Background: an optimization exercise with open tools, aiming at small area, a short achievable clock period and few clock cycles per item. Do not read the settings as production practice.
Only simulation tests tie the RTL to the original design; equivalence was not proved.
Power is estimated from default activity; no workload was simulated.

Setup of amber:
==> flow/design.v (excerpt) <==
module rv_exec_top #(
    parameter logic [31:0] reset_pc = 32'h0000_0000
) (
    input  wire logic           clk,
    input  wire logic           rst_n,
    output logic                arvalid,
    input  wire logic           arready,
    output logic [31:0]         araddr,
    output logic [2:0]          arprot,
    input  wire logic           rvalid,
    output logic                rready,
    input  wire logic [31:0]    rdata,
    input  wire logic [1:0]     rresp,
    output logic                retire_valid,
    output logic [31:0]         retire_pc,
    output logic [4:0]          retire_rd,
    output logic [31:0]         retire_wdata,
    output logic                halted,
    output logic [1:0]          trap_cause,
    output logic [31:0]         trap_pc
);
Size in the first run: ~5,100 cells after synthesis, roughly 1,300 flip-flops, roughly 180 I/O pins, roughly 61,000 um2 of cells after synthesis.
export LEC_CHECK = 0
export CAP_MARGIN = 30
export CORE_MARGIN = 2
export CORE_UTILIZATION = 45
export CTS_BUF_LIST = sky130_fd_sc_hd__clkbuf_4 sky130_fd_sc_hd__clkbuf_8
export CTS_CLUSTER_SIZE = 20
export PLACE_DENSITY = 0.55
export SLEW_MARGIN = 20
create_clock -name core_clock -period 10.0 [get_ports {clk}]
standard.sh (not shown) runs the stock make flow with config.mk's settings and CLKGATE_MAP_FILE= SYNTH_SCRIPT=/design/flow/synth_recipe.tcl, a recipe that flattens the netlist after the stock synthesis.
==> flow/flow/run.sh <==
#!/bin/bash
set -euo pipefail
MARGIN=${MARGIN:-6.5}
sed "s/CLKGATE_MAP_FILE= /CLKGATE_MAP_FILE= SETUP_SLACK_MARGIN=$MARGIN /" standard.sh > standard_margin.sh
bash standard_margin.sh > make_flow.log 2>&1
amber went all the way through synthesis, placement and routing and the layout is clean on timing, DRC and antenna.
Testbench counts of amber, summed over its fixed seeds: cycles 20,403, items 9,600.
> inputs changed (amber -> violet)
- PLACE_DENSITY changed from 0.55 to 0.65
- CORE_UTILIZATION changed from 45 to 55
==> comparison <==
Worst hold slack for violet: 29 ps up relative to amber. Delta(combinational fraction of design power, violet - amber) > 0. On routed wire length: between amber and violet, it ends up lower for amber. On violet: power is 0.30 mW lower than what amber gave. violet ends up with a die area that is about 18% lower than in amber. Between violet and amber, the fmax does not differ in any meaningful way. Delta (violet minus amber): clock-buffer cell count fell by 6; met2 wire length decreased by 5.5 mm relative to the old numbers; weighted congestion reported at the end of routability-driven placement climbed about 3%.
Here is what was changed in the inputs of xenon compared with violet.
- CORE_UTILIZATION: 55 -> 45
- PLACE_DENSITY: 0.65 -> 0.55
- CAP_MARGIN: 30 -> 20
==> flow/flow/run.sh <==
#!/bin/bash
set -euo pipefail
MARGIN=${MARGIN:-6.0}
sed "s/CLKGATE_MAP_FILE= /CLKGATE_MAP_FILE= SETUP_SLACK_MARGIN=$MARGIN /" standard.sh > standard_margin.sh
bash standard_margin.sh > make_flow.log 2>&1
[summary]
A launching instance or port of the critical path of a[1] is what xenon shows, while b[30] belongs to violet. Compared with violet, xenon shows a total instance count after detailed placement that is about 4.4% higher. Of violet and xenon, the run reporting the higher multi-input combinational cell area was violet. Going from violet to xenon, static leakage power fell 9.3%, arrival time at the worst endpoint went up, final cell count has increased. Area of the core region: xenon vs violet up about 23%. violet reports its slowest stage cell on the critical path as sky130_fd_sc_hd__a311o_2 while xenon reports sky130_fd_sc_hd__xnor2_4. xenon does worse than violet on register-to-register setup slack. Power: xenon draws more than violet. The post-route fraction of the period consumed by the critical path of xenon exceeds that of violet by 4.3 points.
### xenon -> garnet
- changing PLACE_DENSITY from 0.55 to 0.85
- changing CORE_UTILIZATION from 45 to 75
- changing CAP_MARGIN from 20 to 30
==> flow/flow/run.sh <==
#!/bin/bash
set -euo pipefail
MARGIN=${MARGIN:-6.5}
sed "s/CLKGATE_MAP_FILE= /CLKGATE_MAP_FILE= SETUP_SLACK_MARGIN=$MARGIN /" standard.sh > standard_margin.sh
bash standard_margin.sh > make_flow.log 2>&1
==> comparison <==
garnet: GRT-0232 in global routing (5_1_grt) -> run aborted
garnet -> xenon: number of cells produced by synthesis delta 0, exact match
Re synthesized area: no difference whatsoever between xenon and garnet.
Between garnet and xenon, the instance area at placement figures differ only marginally.
garnet against xenon; HPWL after detailed placement is down by a little under 10%.
Lower total of cells resized after clock tree synthesis was reported by xenon, not garnet.
garnet ends up with a number of core rows that is 30 lower than in xenon.
In the reports for garnet and xenon, the smaller total clock buffers created by CTS belongs to garnet.
Taking xenon as the reference, in garnet starting density of the core shows an increase of 30 points, height of the die shows a reduction of 22%.
Delta (garnet minus xenon): weighted congestion at the end of routability-driven global placement now sits higher, count of buffers added by post-CTS timing repair for setup now sits higher.

afterwards: timing with drivers on the ports:
Ports are ideal in the flow. The routed layouts listed here were re-timed in OpenROAD. Step 1 sets driving cells, clkbuf_16 on the clock port and buf_2 on the other inputs (assumed; they add their load-dependent delay and slew). Step 2 adds t to the input delays and takes it off the output delays; t is the mean of the earliest and latest rising clock arrival at the registers after step 1. Input paths then give back, and output paths get back, about the clock's delay inside the block. a / b / c = no drivers / after step 1 / after step 2; a / b = the first two.
run	t (ns)	setup WS [ns]	worst setup path at the end	latest minus earliest clock arrival (ns)
amber	1.031	6.289 / 6.278 / 5.428	input to register	0.066 / 0.066
violet	0.984	6.296 / 6.296 / 5.340	input to register	0.052 / 0.052
xenon	1.047	5.869 / 5.869 / 4.849	input to register	0.057 / 0.056
After both steps every run listed still meets setup and hold. The setup slack of xenon, which loses most, moves by 0.000 ns with the drivers and by -1.020 ns with both steps.
